Context: an optimization exercise on an open-source flow, tuned for small area, a short achievable clock period and few clock cycles per item. The choices shown serve that exercise and are no tape-out recipe.
At most, simulation tests tie the RTL to the original design; equivalence was not proved.

## before
==> flow/design.v (excerpt) <==
module five_phase_stepper_follower #(
	parameter int unsigned CURVE_POINTS = 6
) (
	input  logic                      clk,
	input  logic                      arst_n,
	input  logic                      item_valid,
	output logic                      item_ready,
	input  logic signed [COUNT_W-1:0] item_target_count,
	output logic                      result_valid,
	input  logic                      result_ready,
	output logic signed [COUNT_W-1:0] result_position,
	output logic [PHASE_W-1:0]        result_phase_index,
	output logic [DUTY_W-1:0]         result_duty_a,
	output logic [DUTY_W-1:0]         result_duty_b,
	output logic [DUTY_W-1:0]         result_duty_c,
	output logic [DUTY_W-1:0]         result_duty_d,
	output logic [DUTY_W-1:0]         result_duty_e,
	input  logic                      cfg_valid,
	output logic                      cfg_ready,
	input  logic [CFG_IDX_W-1:0]      cfg_index,
	input  logic [POINT_W-1:0]        cfg_data
);
	localparam logic [15:0] DIV_CUT = 16'b0010_1010_1010_1010;
	localparam int unsigned NDIV = $countones(DIV_CUT[14:0]);
	function automatic logic [PHASES-1:0] phase_pattern(input logic [PHASE_W-1:0] idx);
		case (idx)
			4'd0:    phase_pattern = 5'b00011;
			4'd1:    phase_pattern = 5'b00010;
			4'd2:    phase_pattern = 5'b00110;
			4'd3:    phase_pattern = 5'b00100;
			4'd4:    phase_pattern = 5'b01100;
			4'd5:    phase_pattern = 5'b01000;
			4'd6:    phase_pattern = 5'b11000;
			4'd7:    phase_pattern = 5'b10000;
			4'd8:    phase_pattern = 5'b10001;
			4'd9:    phase_pattern = 5'b00001;
			default: phase_pattern = 5'b00000;
		endcase
	endfunction
	logic [SPEED_W-1:0] step_limit_q;
	logic [SPEED_W-1:0] sp [TABLE_REGS];
	logic [DUTY_W-1:0]  du [TABLE_REGS];
	logic [SPEED_W-1:0] lim_q;
	logic               cfgw_q;
	assign cfg_ready = 1'b1;
	always_ff @(posedge clk or negedge arst_n) begin
		if (!arst_n) begin
			step_limit_q <= '0;
			for (int i = 0; i < TABLE_REGS; i++) begin
				sp[i] <= '0;
				du[i] <= '0;
			end
			lim_q  <= '0;
			cfgw_q <= 1'b0;
		end else begin
			if (cfg_valid) begin
  ...
make LEC_CHECK=0 CAP_MARGIN=20 CORE_MARGIN=2 CORE_UTILIZATION=40 SLEW_MARGIN=20 finish   # period 11.0 ns
run.sh (not shown) runs the stock make flow with config.mk's settings and CLKGATE_MAP_FILE= SYNTH_SCRIPT=/design/flow/synth_recipe.tcl, a recipe that flattens the netlist after the stock synthesis.
Input changes introduced in after (baseline for comparison: before):
diff --git a/flow/design.v b/flow/design.v
--- a/flow/design.v
+++ b/flow/design.v
@@ -32,25 +32,31 @@
 	output logic [PHASE_W-1:0]        result_phase_index,
 	output logic [DUTY_W-1:0]         result_duty_a,
 	output logic [DUTY_W-1:0]         result_duty_b,
 	output logic [DUTY_W-1:0]         result_duty_c,
 	output logic [DUTY_W-1:0]         result_duty_d,
 	output logic [DUTY_W-1:0]         result_duty_e,
 	input  logic                      cfg_valid,
 	output logic                      cfg_ready,
 	input  logic [CFG_IDX_W-1:0]      cfg_index,
 	input  logic [POINT_W-1:0]        cfg_data
 );
 	localparam logic [15:0] DIV_CUT = 16'b0010_1010_1010_1010;
-	localparam int unsigned NDIV = $countones(DIV_CUT[14:0]);
+	function automatic int unsigned cuts_below(input int unsigned n);
+		cuts_below = 0;
+		for (int unsigned i = 0; i < n; i++) begin
+			if (DIV_CUT[i]) cuts_below = cuts_below + 1;
+		end
+	endfunction
+	localparam int unsigned NDIV = cuts_below(15);
 	function automatic logic [PHASES-1:0] phase_pattern(input logic [PHASE_W-1:0] idx);
 		case (idx)
 			4'd0:    phase_pattern = 5'b00011;
 			4'd1:    phase_pattern = 5'b00010;
 			4'd2:    phase_pattern = 5'b00110;
 			4'd3:    phase_pattern = 5'b00100;
 			4'd4:    phase_pattern = 5'b01100;
 			4'd5:    phase_pattern = 5'b01000;
 			4'd6:    phase_pattern = 5'b11000;
 			4'd7:    phase_pattern = 5'b10000;
 			4'd8:    phase_pattern = 5'b10001;
 			4'd9:    phase_pattern = 5'b00001;
@@ -279,25 +285,25 @@
 	always_ff @(posedge clk) begin
 		if (adv_q) begin
 			dv_rem[0] <= prod[POINT_W-1:DUTY_W];
 			dv_w[0]   <= prod[DUTY_W-1:0];
 			dv_dx[0]  <= s3_dx;
 			dv_neg[0] <= s3_neg;
 			dv_seg[0] <= s3_seg;
 			dv_pos[0] <= s3_pos;
 			dv_idx[0] <= s3_idx;
 		end
 	end
 	for (genvar j = 0; j < 16; j++) begin : g_row
-		localparam int unsigned K = (j == 0) ? 0 : $countones(DIV_CUT[j-1:0]);
+		localparam int unsigned K = cuts_below(j);
 		logic [SPEED_W-1:0] rin;
 		logic [DUTY_W-1:0]  win;
 		logic [SPEED_W:0]   trial;
 		logic [SPEED_W:0]   diff;
 		logic               ge;
 		if (j == 0 || DIV_CUT[j-1]) begin : g_src_reg
 			assign rin = dv_rem[K];
 			assign win = dv_w[K];
 		end else begin : g_src_row
 			assign rin = row_rem[j-1];
 			assign win = row_w[j-1];
 		end
[summary]
As far as count of input and output buffers goes, after and before are indistinguishable; the numbers are identical.
On total standard cell area after synthesis, after and before are neck and neck.
Wire length of the first global-routing pass came out exactly the same in after and before.
Reported for after and before, actual transition at the worst max-transition pin turned out identical to the last digit.
Testbench counts of after, summed over its fixed seeds: cycles 10,432, items 9,600.
Function not checked in before: the RTL went through the layout flow alone.

-- separate check: timing with driven ports --
No port has a modelled driver above. Below, the same layouts with a new extraction and two added sets of constraints.
Step 1: set_driving_cell puts a clkbuf_16 on clk and a buf_2 on each other input, an assumption about the parent block.
Step 2, shift: input delay + t, output delay - t, t = (earliest + latest rising clock arrival at the registers) / 2. This alone moves slack from input paths to output paths.
Three values: ideal, step 1, step 2; two values: the first two.
run | shift t [ns] | setup WS [ns] | hold WS [ns] | latest minus earliest clock arrival (ns) | slew at the worst register clock pin (ns)
before | 0.903 | 0.940 / 0.940 / 0.940 | 0.390 / 0.390 / 0.390 | 0.041 / 0.041 | 0.07 / 0.07
after | 0.903 | 0.940 / 0.940 / 0.940 | 0.390 / 0.390 / 0.390 | 0.041 / 0.041 | 0.07 / 0.07
After both steps every run listed still meets setup and hold.
